From an optimization exercise on the open Yosys and OpenROAD flow, aimed at small area; shortcuts taken in it are not production practice. At most, simulation tests tie the RTL to the original design; equivalence was not proved. The RTL of runs 2 and 3 was laid out without a check of its function. Power figures rest on the tool's default switching activity, not on a simulated workload.

==> flow/design.v (outline; a module is shown in full before it is edited, if it fits) <==
// module io_memory_bridge: 1575 lines
// module iomem_fa: 10 lines
// module iomem_ha: 9 lines
// module iomem_aoi21: 8 lines
// module iomem_oai21: 8 lines
// module iomem_nand2: 7 lines
// module iomem_mux2i: 8 lines
// module iomem_nand2b: 7 lines
// module iomem_nor2: 7 lines
// module iomem_c0: 3 lines
// module iomem_c1: 3 lines
// module iomem_c2: 3 lines
// module iomem_c3: 3 lines
// module iomem_c4: 3 lines
// module iomem_c5: 3 lines
// module iomem_c6: 3 lines
// module iomem_c7: 3 lines
// module iomem_c8: 3 lines
// module iomem_c9: 3 lines
// module iomem_c10: 3 lines
// module iomem_c11: 3 lines
// module iomem_c12: 3 lines
// module iomem_c13: 3 lines
// module iomem_c14: 3 lines
// module iomem_c15: 3 lines
// module iomem_c16: 3 lines
// module iomem_c17: 3 lines
// module iomem_c18: 3 lines
// module iomem_c19: 3 lines
// module iomem_c20: 3 lines
// module iomem_c21: 3 lines
// module iomem_c22: 3 lines
// module iomem_c23: 3 lines
// module iomem_c24: 3 lines
module io_memory_bridge (
    input  logic                             clock,
    input  logic                             reset,
    input  logic [iomem_pkg::ADDR_W-1:0]     wb_adr_i,
    input  logic [3:0]                       wb_sel_i,
    input  logic                             wb_we_i,
    input  logic                             wb_cyc_i,
    input  logic                             wb_stb_i,
    input  logic [iomem_pkg::DATA_W-1:0]     wb_dat_i,
    output logic                             wb_ack_o,
    output logic [iomem_pkg::DATA_W-1:0]     wb_dat_o,
    output logic [iomem_pkg::ADDR_W-1:0]     mem_addr_o,
    output logic [iomem_pkg::DATA_W-1:0]     mem_data_o,
    output logic [iomem_pkg::NUM_BANKS-1:0]  mem_we_o,
    output logic                             mem_gl_en_o,
    input  logic [iomem_pkg::DATA_W-1:0]     mem_rdata_i,
    input  logic [iomem_pkg::HALF_W-1:0]     arq_n_i,
    output logic [iomem_pkg::HALF_W-1:0]     tx_len_o,
    output logic [iomem_pkg::HALF_W-1:0]     total_packets_o
);
  // ...
==> flow/flow/run.sh <==
#!/bin/bash
# The standard layout, with the port buffers made from the smallest buffer
# cell and a clock tree without dummy loads. ORFS writes each step's log
# under orfs/logs; make's own output goes to make.log.
set -euo pipefail
bash standard.sh "BUFFER_PORTS_ARGS=-buffer_cell sky130_fd_sc_hd__buf_1" \
    "CTS_ARGS=-sink_clustering_enable -repair_clock_nets -dont_use_dummy_load -root_buf sky130_fd_sc_hd__clkbuf_8 -buf_list sky130_fd_sc_hd__clkbuf_4" \
    finish > make.log 2>&1
==> flow/standard.sh <==
#!/bin/bash
# synth_recipe.tcl (not shown) runs the flow's synth.tcl, then flattens the netlist and writes it again
# the make line also repeats each setting of config.mk as NAME=value (left out here)
make -C /OpenROAD-flow-scripts/flow DESIGN_CONFIG=/design/flow/config.mk WORK_HOME=/design/flow/orfs CLKGATE_MAP_FILE= SYNTH_SCRIPT=/design/flow/synth_recipe.tcl "${@:-finish}"
==> flow/config.mk <==
export PLATFORM = sky130hd
export DESIGN_NAME = io_memory_bridge
export DESIGN_NICKNAME = io_memory_bridge
export VERILOG_FILES = /design/flow/design.v
export SDC_FILE = /design/flow/constraint.sdc
export NUM_CORES = 4
export LEC_CHECK = 0
export CAP_MARGIN = 20
export CORE_MARGIN = 2
export CORE_UTILIZATION = 40
export GPL_TIMING_DRIVEN = 1
export PLACE_DENSITY = 0.8
export SLEW_MARGIN = 20
export SYNTH_HIERARCHICAL = 1
==> flow/constraint.sdc <==
create_clock -name core_clock -period 7.5 [get_ports {clock}]
set_input_delay 1.5000 -clock core_clock [delete_from_list [all_inputs] [get_ports {clock}]]
set_output_delay 1.5000 -clock core_clock [all_outputs]
set_load 0.01 [all_outputs]
==> flow_summary_export.csv, run 1 <==
group,metric,value,unit
run_status,status,"no timing/DRC/antenna violations",
power_and_ir_drop,power.density,97.7,nW/um2
synthesis,syn-num-nets,1434,
synthesis,synth_top_family_by_area,"simple AND/OR/NAND/NOR gates",
synthesis,yosys.area_share.adder,16.9,%
timing,final.setup.tns,0,ns
route,route.met2.wl,15800,um
layout,multiInputGateArea,7930,um2
grt,use_met2,38.2,%
critical_path,worst_setup_path_endpoint,"mem_addr_o[31]",
critical_path,crit_family,"compound AO/OA/AOI/OAI gates",
floorplan,io_pins,256,
synthesis,syn_area_per_cell,8.86,um2
route,drtIter0Drc,644,
synthesis,async_flop_share,0,%
clock_network,clockBufferDepth,2,
synthesis,synth.yosys.seq_area_share,24.8,%
min_path,hold_class,"register to register",
synthesis,yosys-top-cells-count,"nand2_1 (217), nor2_1 (132), dfxtp_1 (87)",
synthesis,mappedNetlistArea,10900,um2
critical_path,reg2regPathDepth,24,
grt,grt.busiest_layer,"met2",
grt,gr-usage-met3,3.93,%
placement,numPortBuffers,255,
power_and_ir_drop,internal_power,0.000848,W
placement,dp_cells,1795,
power_and_ir_drop,switching_power,0.000363,W
power_and_ir_drop,switching_share,30.0,%
layout,ff_latch_area,2700,um2
layout,nonClkBufAreaFrac,8.88,%
critical_path,crit_path_end_kind,"output port",
grt,grt_pass1_vias,9596,
synthesis,synth_cells,1230,
clock_network,clk_pin_slew,0.07,ns
synthesis,synth.area.top_cells,"dfxtp_1 (16%), fa_1 (15%), edfxtp_1 (8.8%)",
critical_path,r2r_end,"offset[29]",
power_and_ir_drop,finalPower,0.00121,W
layout,mostFrequentLayoutCells,"buf_1 (254), nand2_1 (217), nor2_1 (129)",
power_and_ir_drop,p_seq_share,54.7,%
layout,largestRegisters,"tx_ptr x32, offset x30",
flow_run,drv_cap,0,
timing,whs,0.489,ns
grt,overflow,0,
==> inputs of run 2 (changes only) <==
--- a/flow/design.v
+++ b/flow/design.v
@@ -753,72 +753,72 @@
     iomem_c12 u_m320 (m319, m312, m320);
     iomem_c7 u_m321 (offset[8], m320, m321);
     iomem_c12 u_m322 (m319, offset[8], m322);
     iomem_c12 u_m323 (m322, m312, m323);
     iomem_c7 u_m324 (offset[9], m323, m324);
     iomem_c12 u_m325 (m322, offset[9], m325);
     iomem_c12 u_m326 (m325, m312, m326);
     iomem_c7 u_m327 (offset[10], m326, m327);
-    iomem_c13 u_m328 (offset[10], m326, m328);
-    iomem_c7 u_m329 (offset[11], m328, m329);
-    iomem_c8 u_m330 (offset[10], offset[11], m330);
-    iomem_c4 u_m331 (m330, m326, m331);
-    iomem_c5 u_m332 (offset[12], m331, m332);
-    iomem_c12 u_m333 (m330, offset[12], m333);
-    iomem_c4 u_m334 (m333, m326, m334);
+    iomem_c12 u_m328 (m325, offset[10], m328);
+    iomem_c12 u_m329 (m328, m312, m329);
+    iomem_c7 u_m330 (offset[11], m329, m330);
+    iomem_c13 u_m331 (offset[11], m329, m331);
+    iomem_c7 u_m332 (offset[12], m331, m332);
+    iomem_c8 u_m333 (offset[11], offset[12], m333);
+    iomem_c4 u_m334 (m333, m329, m334);
     iomem_c5 u_m335 (offset[13], m334, m335);
     iomem_c12 u_m336 (m333, offset[13], m336);
-    iomem_c4 u_m337 (m336, m326, m337);
+    iomem_c4 u_m337 (m336, m329, m337);
     iomem_c5 u_m338 (offset[14], m337, m338);
     iomem_c12 u_m339 (m336, offset[14], m339);
-    iomem_c4 u_m340 (m339, m326, m340);
+    iomem_c4 u_m340 (m339, m329, m340);
     iomem_c5 u_m341 (offset[15], m340, m341);
-    iomem_c8 u_m342 (offset[15], m340, m342);
-    iomem_c7 u_m343 (offset[16], m342, m343);
-    iomem_c8 u_m344 (offset[15], offset[16], m344);
-    iomem_c12 u_m345 (m344, m340, m345);
-    iomem_c7 u_m346 (offset[17], m345, m346);
-    iomem_c12 u_m347 (m344, offset[17], m347);
-    iomem_c12 u_m348 (m347, m340, m348);
+    iomem_c12 u_m342 (m339, offset[15], m342);
+    iomem_c4 u_m343 (m342, m329, m343);
+    iomem_c5 u_m344 (offset[16], m343, m344);
+    iomem_c12 u_m345 (m342, offset[16], m345);
+    iomem_c4 u_m346 (m345, m329, m346);
+    iomem_c5 u_m347 (offset[17], m346, m347);
+    iomem_c8 u_m348 (offset[17], m346, m348);
     iomem_c7 u_m349 (offset[18], m348, m349);
-    iomem_c12 u_m350 (m347, offset[18], m350);
-    iomem_c12 u_m351 (m350, m340, m351);
+    iomem_c8 u_m350 (offset[17], offset[18], m350);
+    iomem_c12 u_m351 (m350, m346, m351);
     iomem_c7 u_m352 (offset[19], m351, m352);
     iomem_c12 u_m353 (m350, offset[19], m353);
-    iomem_c12 u_m354 (m353, m340, m354);
+    iomem_c12 u_m354 (m353, m346, m354);
     iomem_c7 u_m355 (offset[20], m354, m355);
-    iomem_c13 u_m356 (offset[20], m354, m356);
-    iomem_c7 u_m357 (offset[21], m356, m357);
-    iomem_c8 u_m358 (offset[20], offset[21], m358);
-    iomem_c4 u_m359 (m358, m354, m359);
-    iomem_c5 u_m360 (offset[22], m359, m360);
-    iomem_c12 u_m361 (m358, offset[22], m361);
-    iomem_c4 u_m362 (m361, m354, m362);
-    iomem_c5 u_m363 (offset[23], m362, m363);
-    iomem_c12 u_m364 (m361, offset[23], m364);
-    iomem_c4 u_m365 (m364, m354, m365);
-    iomem_c5 u_m366 (offset[24], m365, m366);
-    iomem_c12 u_m367 (m364, offset[24], m367);
-    iomem_c4 u_m368 (m367, m354, m368);
+    iomem_c12 u_m356 (m353, offset[20], m356);
+    iomem_c12 u_m357 (m356, m346, m357);
+    iomem_c7 u_m358 (offset[21], m357, m358);
+    iomem_c12 u_m359 (m356, offset[21], m359);
+    iomem_c12 u_m360 (m359, m346, m360);
+    iomem_c7 u_m361 (offset[22], m360, m361);
+    iomem_c12 u_m362 (m359, offset[22], m362);
+    iomem_c12 u_m363 (m362, m346, m363);
+    iomem_c7 u_m364 (offset[23], m363, m364);
+    iomem_c13 u_m365 (offset[23], m363, m365);
+    iomem_c7 u_m366 (offset[24], m365, m366);
+    iomem_c8 u_m367 (offset[23], offset[24], m367);
+    iomem_c4 u_m368 (m367, m363, m368);
     iomem_c5 u_m369 (offset[25], m368, m369);
-    iomem_c8 u_m370 (offset[25], m368, m370);
-    iomem_c7 u_m371 (offset[26], m370, m371);
-    iomem_c8 u_m372 (offset[25], offset[26], m372);
-    iomem_c12 u_m373 (m372, m368, m373);
-    iomem_c7 u_m374 (offset[27], m373, m374);
-    iomem_c12 u_m375 (m372, offset[27], m375);
-    iomem_c12 u_m376 (m375, m368, m376);
-    iomem_c7 u_m377 (offset[28], m376, m377);
-    iomem_c12 u_m378 (m375, offset[28], m378);
-    iomem_c12 u_m379 (m378, m368, m379);
-    iomem_c7 u_m380 (offset[29], m379, m380);
-    iomem_c12 u_m381 (m378, offset[29], m381);
-    iomem_c12 u_m382 (m381, m368, m382);
-    assign off_bias = {m380, m377, m374, m371, m369, m366, m363, m360, m357, m355, m352, m349, m346, m343, m341, m338, m335, m332, m329, m327, m324, m321, m318, m315, m313, m311, m309, m307, ~offset[1], offset[0]};
+    iomem_c12 u_m370 (m367, offset[25], m370);
+    iomem_c4 u_m371 (m370, m363, m371);
+    iomem_c5 u_m372 (offset[26], m371, m372);
+    iomem_c12 u_m373 (m370, offset[26], m373);
+    iomem_c4 u_m374 (m373, m363, m374);
+    iomem_c5 u_m375 (offset[27], m374, m375);
+    iomem_c12 u_m376 (m373, offset[27], m376);
+    iomem_c4 u_m377 (m376, m363, m377);
+    iomem_c5 u_m378 (offset[28], m377, m378);
+    iomem_c12 u_m379 (m376, offset[28], m379);
+    iomem_c4 u_m380 (m379, m363, m380);
+    iomem_c5 u_m381 (offset[29], m380, m381);
+    iomem_c8 u_m382 (offset[29], m380, m382);
+    assign off_bias = {m381, m378, m375, m372, m369, m366, m364, m361, m358, m355, m352, m349, m347, m344, m341, m338, m335, m332, m330, m327, m324, m321, m318, m315, m313, m311, m309, m307, ~offset[1], offset[0]};
     logic [31:0] add_x;
     logic [26:0] add_y;
     logic [31:0] add_s;
     logic m383;
     logic m384;
     logic m385;
     logic m386;
     logic m387;
==> flow/config.mk (replaced) <==
export PLATFORM = sky130hd
export DESIGN_NAME = io_memory_bridge
export DESIGN_NICKNAME = io_memory_bridge
export VERILOG_FILES = /design/flow/design.v
export SDC_FILE = /design/flow/constraint.sdc
export NUM_CORES = 4
export LEC_CHECK = 0
export CAP_MARGIN = 20
export CORE_MARGIN = 2
export CORE_UTILIZATION = 40
export GPL_TIMING_DRIVEN = 0
export PLACE_DENSITY = 0.8
export SLEW_MARGIN = 20
export SYNTH_HIERARCHICAL = 1
==> run 2 against run 1 <==
Still clean. Sequential power is essentially flat. Non-clock buffer count grew 31. Combinational power grew 4%. Sequential share of layout area shrank 0.41 points. Largest power group unchanged.
==> flow_summary_export.csv, run 2 <==
group,metric,value,unit
layout,area_growth_syn_to_layout,16.0,%
flow_run,drv_cap,0,
layout,diodes,0,
critical_path,cp.required,6.00,ns
synthesis,synth_edf_count,32,
layout,fin_nets,1711,
critical_path,reg2regPathDepth,26,
critical_path,crit_type,"primary input to output port",
grt,grt_usage,22.7,%
synthesis,syn_area_per_cell,8.85,um2
timing,fin_skew,0.0506,ns
synthesis,ys_ff_latch,119,
power_and_ir_drop,internal_power,0.000850,W
layout,final_common_cell,"buf_1",
power_and_ir_drop,finalPower,0.00120,W
floorplan,core.rowCount,60,
synthesis,yosys-top-cells-count,"nand2_1 (215), nor2_1 (134), dfxtp_1 (87)",
route,routed_wl,32300,um
floorplan,coreArea,26900,um2
floorplan,initial_core_util,40.6,%
synthesis,synth_largest_area_cell,"dfxtp_1",
timing,hold_viol_final,0,
layout,nFillCells,2549,
power_and_ir_drop,switching_power,0.000348,W
timing,fin_crit_sh,95.0,%
route,vias,9810,
grt,grt_pass1_wl,50700,um
placement,place_hpwl,26100,um
synthesis,synth-main-ff-cell,"dfxtp_1",
synthesis,synth_warnings,7,
timing,slew_violations,0,
layout,multiInputGateArea,8010,um2
grt,overflow,0,
critical_path,cp_slowest_stage_delay,0.40,ns
layout,ff_latch_area,2710,um2
critical_path,critPathMostFrequentCell,"o21ai_1",
critical_path,startpoint_type,"primary input",
critical_path,cp_max_fo,10,
placement,numPortBuffers,254,
synthesis,yosys.cell_types.count,57,
synthesis,synth_cells,1231,
power_and_ir_drop,p_seq_share,55.2,%
route,dr.pass1.iters,7,
run_status,status,"no timing/DRC/antenna violations",
critical_path,cp_cell_sequence,"buf_1 > nand2_1 > o21ai_1 > a21oi_2 > o21ai_1 > a21oi_2 > o21ai_1 > a21oi_2 > o21ai_1 > a21oi_2 > o21ai_1 > a21oi_2 > o21ai_1 > a21oi_2 > o21ai_4 > inv_1 > o21ai_1 > xor2_1 > nor2b_1 > buf_1",
grt,antenna_found_initial,0,
clock_network,cts_tree,"yes",
floorplan,die_area,28600,um2
synthesis,synth_top_area_share,16.0,%
timing,fin_ws,0.372,ns
synthesis,synth.area.top_cells,"dfxtp_1 (16%), fa_1 (15%), edfxtp_1 (8.8%)",
critical_path,critPathArrivalTime,5.63,ns
route,drt-wirelength-per-cell,17.5,um
power_and_ir_drop,p_leak,3.65,nW
floorplan,io_pins,256,
clock_network,cts_sinks,119,
timing,relSlewSlack,31.4,%
power_and_ir_drop,p_comb_share,18.4,%
timing,tightest_slew,1.03,ns
min_path,min_path_cells,2,
grt,grt_pass1_vias,9874,
clock_network,htree_levels,4,
clock_network,cts_root_buf,"clkbuf_8",
grt,grt_max_degree,36,
route,drc,0,
synthesis,syn-num-nets,1435,
power_and_ir_drop,power.density,94.7,nW/um2
layout,top_register,"tx_ptr",
clock_network,cts_made_buffers,17,
layout,mostFrequentLayoutCells,"buf_1 (273), nand2_1 (215), nor2_1 (131)",
power_and_ir_drop,ir_drop,110,uV
clock_network,clk_pin_slew,0.09,ns
min_path,hold_class,"register to register",
power_and_ir_drop,clkPwrFrac,26.4,%
timing,final-setup-viol-count,0,
layout,largestRegisters,"tx_ptr x32, offset x30",
floorplan,die_w,169,um
layout,drive_gt1_share,10.5,%
floorplan,die_h,169,um
placement,place_ws,-1.13,ns
power_and_ir_drop,switching_share,29.0,%
critical_path,crit_path_end_kind,"output port",
critical_path,worst_path_max_delay_cell,"o21ai_4",
timing,fmax,0.140,GHz
route,viasPerCell,5.31,
clock_network,clk_latency,0.42,ns
synthesis,synth.most_common_cell,"nand2_1",
synthesis,async_flop_share,0,%
layout,largest_reg_flops,32,
synthesis,mappedNetlistArea,10900,um2
route,ant_nets,0,
timing,fin_crit,7.13,ns
clock_network,clockBufferDepth,2,
layout,fin_util,47.0,%
route,drtIter0Drc,572,
placement,routabilityCongestion,0.973,
synthesis,synth.yosys.seq_area_share,24.8,%
run 2: cell types whose count changed in the layout (fill, tap and decap cells not counted), sizes merged:
cell,before,now
xor2,76,78
nand2,217,215
clkbuf,18,31
nand2b,49,50
nor2,132,134
xnor2,69,67
buf,273,291
run 2: per-layer routing:
| layer | wire length, um | track usage [%] | share of wire [%] |
|---|---|---|---|
| met4 | 1690 | 11.9 | 5.2 |
| met5 | 0 | 0 | 0 |
| met1 | 12400 | 27.2 | 38 |
| met2 | 15700 | 38.9 | 49 |
| met3 | 2510 | 4.09 | 7.8 |
run 2: final cells by class:
cell class / count / area share [%]
Buffer: 40 / 1.32
Clock buffer: 17 / 1.06
Inverter: 27 / 0.802
Multi-Input combinational cell: 1037 / 63.3
Sequential cell: 119 / 21.4
Tap cell: 341 / 3.38
Timing Repair Buffer: 265 / 8.72
run 2: repair_timing:
| item | 4_1_cts | 5_1_grt |
|---|---|---|
| setup buffers | 0 | 3 |
| resized for setup | 3 | 20 |
| cloned | 0 | 0 |
| pin swaps | 0 | 1 |
| endpoints found under the setup margin | 24 | 20 |
| hold buffers | 0 | 0 |
run 2: power groups by stage:
stage	clock, W	combinational (W)	sequential [W]
floorplan	0	0.000113	0.000676
global placement	0	0.000208	0.000676
detailed placement	0	0.000215	0.000676
CTS	0.000326	0.000215	0.000661
global route	0.000348	0.000236	0.000662
finish	0.000316	0.000220	0.000661
run 2: path summary, 6_finish.rpt:
check,slack [ns],endpoint,start
worst min register to register,0.49,bank[0],bank[0]
worst max register to register,1.01,offset[29],off_hi
worst min-delay path,0.49,bank[0],bank[0]
worst max-delay path,0.37,mem_addr_o[31],wb_adr_i[2]
run 2: through the flow:
| step | hold slack [ns] | cells | instance area (um2) | TNS [ns] |
|---|---|---|---|---|
| after floorplan | 0.445 | 1231 | 10900 | 0 |
| after global placement | 0.466 | 1826 | 12300 | -11.94 |
| after detailed placement | 0.469 | 1834 | 12400 | -12.39 |
| after CTS | 0.499 | 1845 | 12500 | 0 |
| after global routing | 0.513 | 1846 | 12600 | -0.00358 |
| final | 0.493 | 1846 | 12600 | 0 |
run 2: critical path: cells and delay by family:
kind,cells,cell delay (ns)
and+or+nand+nor,2,0.32
AOI/OAI and AO/OA,14,2.84
buffers and inverters,3,0.82
xor gates and xnor gates,1,0.15
run 2: cell families after synthesis:
family	Yosys count	share of synthesized area [%]
buffers and inverters	75	2.73
and+or+nand+nor	539	23.4
xor gates and xnor gates	146	11.9
AOI/OAI and AO/OA	122	7.75
muxes	131	12.5
DFF	119	24.8
adders and majority gates	99	16.9
run 2: per-module statistics from Yosys, one instance, submodules excluded, excerpt:
module	area [um2]	cells	flip-flops and latches	times used
iomem_c24	15.0	2	0	15
iomem_c23	13.8	1	0	1
iomem_c22	12.5	2	0	1
iomem_c17	11.3	1	0	1
iomem_aoi21	8.76	1	0	22
iomem_c6	8.76	1	0	12
iomem_c5	8.76	1	0	47
iomem_c19	6.26	1	0	12
iomem_c1	6.26	1	0	17
iomem_c13	6.26	1	0	10
iomem_c2	3.75	1	0	1
==> inputs of run 3 (changes only) <==
--- a/flow/config.mk
+++ b/flow/config.mk
@@ -9,5 +9,5 @@
 export CORE_MARGIN = 2
 export CORE_UTILIZATION = 40
-export GPL_TIMING_DRIVEN = 0
+export GPL_TIMING_DRIVEN = 1
 export PLACE_DENSITY = 0.8
 export SLEW_MARGIN = 20
==> run 3 against run 2 <==
Still clean. Critical path depth grew 10. Global-route usage up 0.16 points. Die area stayed put. Synthesized cell count stayed put. Register-to-register slack better by 0.02 ns. Via count shrank 1.3%. Power up 1.1%. Non-clock buffer count is 31 lower. Highest routed layer unchanged.
==> flow_summary_export.csv, run 3 <==
group,metric,value,unit
critical_path,crit_family,"simple AND/OR/NAND/NOR gates",
synthesis,syn-num-nets,1435,
clock_network,post-cts-setup-buffers,0,
critical_path,cp.required,6.00,ns
critical_path,crit_type,"register to output port",
flow_run,drv_cap,0,
grt,use_met2,38.6,%
timing,grt_setup_unrepaired,"false",
layout,top_register,"tx_ptr",
timing,fin_crit_sh,93.5,%
route,vias,9681,
layout,fin_util,46.1,%
synthesis,ys_ff_latch,119,
floorplan,io_pins,256,
critical_path,crit_path_end_kind,"output port",
timing,fin_crit,7.01,ns
grt,grt_usage,22.9,%
placement,routabilityCongestion,0.970,
synthesis,synth.area.top_cells,"dfxtp_1 (16%), fa_1 (15%), edfxtp_1 (8.8%)",
timing,final.setup.tns,0,ns
grt,overflow,0,
synthesis,syn_area_per_cell,8.85,um2
grt,gr-usage-met3,4.93,%
layout,area_growth_syn_to_layout,13.8,%
synthesis,yosys-top-cells-count,"nand2_1 (215), nor2_1 (134), dfxtp_1 (87)",
layout,largestRegisters,"tx_ptr x32, offset x30",
grt,grt_pass1_vias,9665,
synthesis,yosys.cell_types.count,57,
layout,ff_latch_area,2700,um2
grt,grt_max_degree,82,
clock_network,htree_levels,4,
synthesis,synth.yosys.seq_area_share,24.8,%
layout,largest_reg_flops,32,
route,viasPerCell,5.33,
grt,antenna_found_initial,0,
critical_path,worst_path_max_delay_cell,"dfxtp_1",
route,drt-wirelength-per-cell,18.0,um
route,drtIter0Drc,681,
synthesis,synth_cells,1231,
route,ant_nets,0,
critical_path,crit_buf_inv,1,
clock_network,cts_tree,"yes",
timing,hold_viol_final,0,
clock_network,cts_sinks,119,
placement,numPortBuffers,255,
synthesis,synth_edf_count,32,
power_and_ir_drop,power.density,97.6,nW/um2
timing,final-setup-viol-count,0,
synthesis,synth.most_common_cell,"nand2_1",
synthesis,synth-main-ff-cell,"dfxtp_1",
grt,grt_pass1_wl,50800,um
layout,nFillCells,2579,
clock_network,clockBufferDepth,2,
synthesis,mappedNetlistArea,10900,um2
floorplan,die_area,28600,um2
clock_network,clk_pin_slew,0.11,ns
layout,multiInputGateArea,7930,um2
critical_path,cp_slowest_stage_delay,0.43,ns
critical_path,critPathMostFrequentCell,"nand2b_1",
timing,fin_skew,0.0439,ns
clock_network,clk_latency,0.43,ns
clock_network,cts_root_buf,"clkbuf_8",
grt,grt.busiest_layer,"met2",
route,routed_wl,32600,um
placement,place_hpwl,25900,um
critical_path,startpoint_type,"register",
route,dr.pass1.iters,5,
layout,fin_nets,1680,
layout,final_common_cell,"buf_1",
floorplan,initial_core_util,40.6,%
critical_path,critPathArrivalTime,5.51,ns
floorplan,coreArea,26900,um2
timing,fmax,0.143,GHz
route,drc,0,
grt,use_met1,27.6,%
timing,slew_violations,0,
floorplan,die_h,169,um
timing,relSlewSlack,24.0,%
run_status,status,"no timing/DRC/antenna violations",
layout,mostFrequentLayoutCells,"buf_1 (254), nand2_1 (215), nor2_1 (131)",
floorplan,core.rowCount,60,
min_path,hold_class,"register to register",
power_and_ir_drop,ir_drop,100,uV
critical_path,cp_max_fo,7,
synthesis,synth_top_area_share,16.0,%
synthesis,async_flop_share,0,%
timing,tightest_slew,1.14,ns
layout,drive_gt1_share,10.3,%
floorplan,die_w,169,um
synthesis,synth_warnings,7,
clock_network,cts_made_buffers,17,
synthesis,synth_largest_area_cell,"dfxtp_1",
layout,diodes,0,
power_and_ir_drop,p_leak,3.58,nW
-- run 3: cell type report --
class | instances | area share (%)
multi-input combinational | 1037 | 64.0
timing repair buffer | 274 | 8.88
tap | 341 | 3.44
inverter | 27 | 0.817
sequential | 119 | 21.8
clock buffer | 17 | 1.08
-- run 3: metrics by stage --
stage | area (um2) | instances | worst slack (ns) | hold slack (ns) | power (W)
3_3_place_gp | 12200 | 1798 | 0.366 | 0.463 | 0.000885
4_1_cts | 12400 | 1815 | 0.261 | 0.500 | 0.00122
5_1_grt | 12400 | 1815 | 0.0227 | 0.534 | 0.00126
6_report | 12400 | 1815 | 0.488 | 0.494 | 0.00121
2_1_floorplan | 10900 | 1231 | 0.170 | 0.445 | 0.000789
3_5_place_dp | 12200 | 1798 | 0.164 | 0.474 | 0.000889
-- run 3: logic make-up after synthesis --
| logic type | count (synthesis) | synth area share [%] |
|---|---|---|
| xor gates and xnor gates | 146 | 11.9 |
| buffers and inverters | 75 | 2.73 |
| muxes | 131 | 12.5 |
| adders and majority gates | 99 | 16.9 |
| and+or+nand+nor | 539 | 23.4 |
| DFF | 119 | 24.8 |
| AOI/OAI and AO/OA | 122 | 7.75 |
-- run 3: final timing paths --
path / startpoint / end / slack, ns / depth (start not counted)
setup / recovery: offset[5] / mem_addr_o[31] / 0.49 / 30
hold / removal: bank[0] / bank[0] / 0.49 / 2
setup reg to reg: off_hi / offset[25] / 1.03 / 22
hold reg to reg: bank[0] / bank[0] / 0.49 / 2
-- run 3: routing by layer --
metal	wire, um	share of wire (%)
met1	12900	39
met2	16000	49
met3	2450	7.5
met4	1360	4.2
met5	0	0
-- run 3: modules after synthesis (local to each module, per instance), excerpt --
module,cells,times used
io_memory_bridge,589,1
iomem_c17,1,1
iomem_c20,1,1
iomem_c22,2,1
iomem_c14,1,1
iomem_nand2b,1,1
iomem_mux2i,1,81
iomem_c13,1,10
iomem_c3,1,30
iomem_c19,1,12
iomem_c6,1,12
iomem_c0,1,17
iomem_c8,1,30
iomem_c16,1,1
iomem_c4,1,37
-- run 3: tightest hold or removal path: cells and delay by family, from the launching register on --
family	cells	cell delay (ns)
flops	1	0.34
simple gates	1	0.06
mux	1	0.07
-- run 3: power breakdown --
part           leakage (nW)  switching (W)  internal (W)
Sequential            0.989     0.00000182      0.000660
Combinational          2.51       0.000138     0.0000774
Clock                0.0808       0.000223      0.000111
-- run 3: timing repair --
action	in CTS	in global routing
hold buffers	0	0
resized for setup	0	6
endpoints found under the setup margin	0	2

==> re-timing with driven ports <==
Ports are ideal in the flow. The routed layouts listed here were re-timed in OpenROAD. Step 1 assumes that a clkbuf_16 drives the clock port and a buf_2 every other input. Step 2 adds t to the input delays and takes it off the output delays; t is the mean of the earliest and latest rising clock arrival at the registers after step 1. Input paths then give back, and output paths get back, about the clock's delay inside the block. Slacks: no drivers / after step 1 / after step 2; pairs: no drivers / after step 1.
run	t, ns	setup slack, ns	worst setup path at the end	latest minus earliest clock arrival (ns)
run 1	0.457	0.418 / 0.378 / 0.087	input to register	0.034 / 0.034
run 2	0.444	0.372 / 0.342 / 0.084	input to register	0.053 / 0.053
run 3	0.453	0.488 / 0.446 / 0.088	input to register	0.044 / 0.044
After both steps every run listed still meets setup and hold. The setup slack of run 3, which loses most, moves by -0.042 ns with the drivers and by -0.400 ns with both steps.
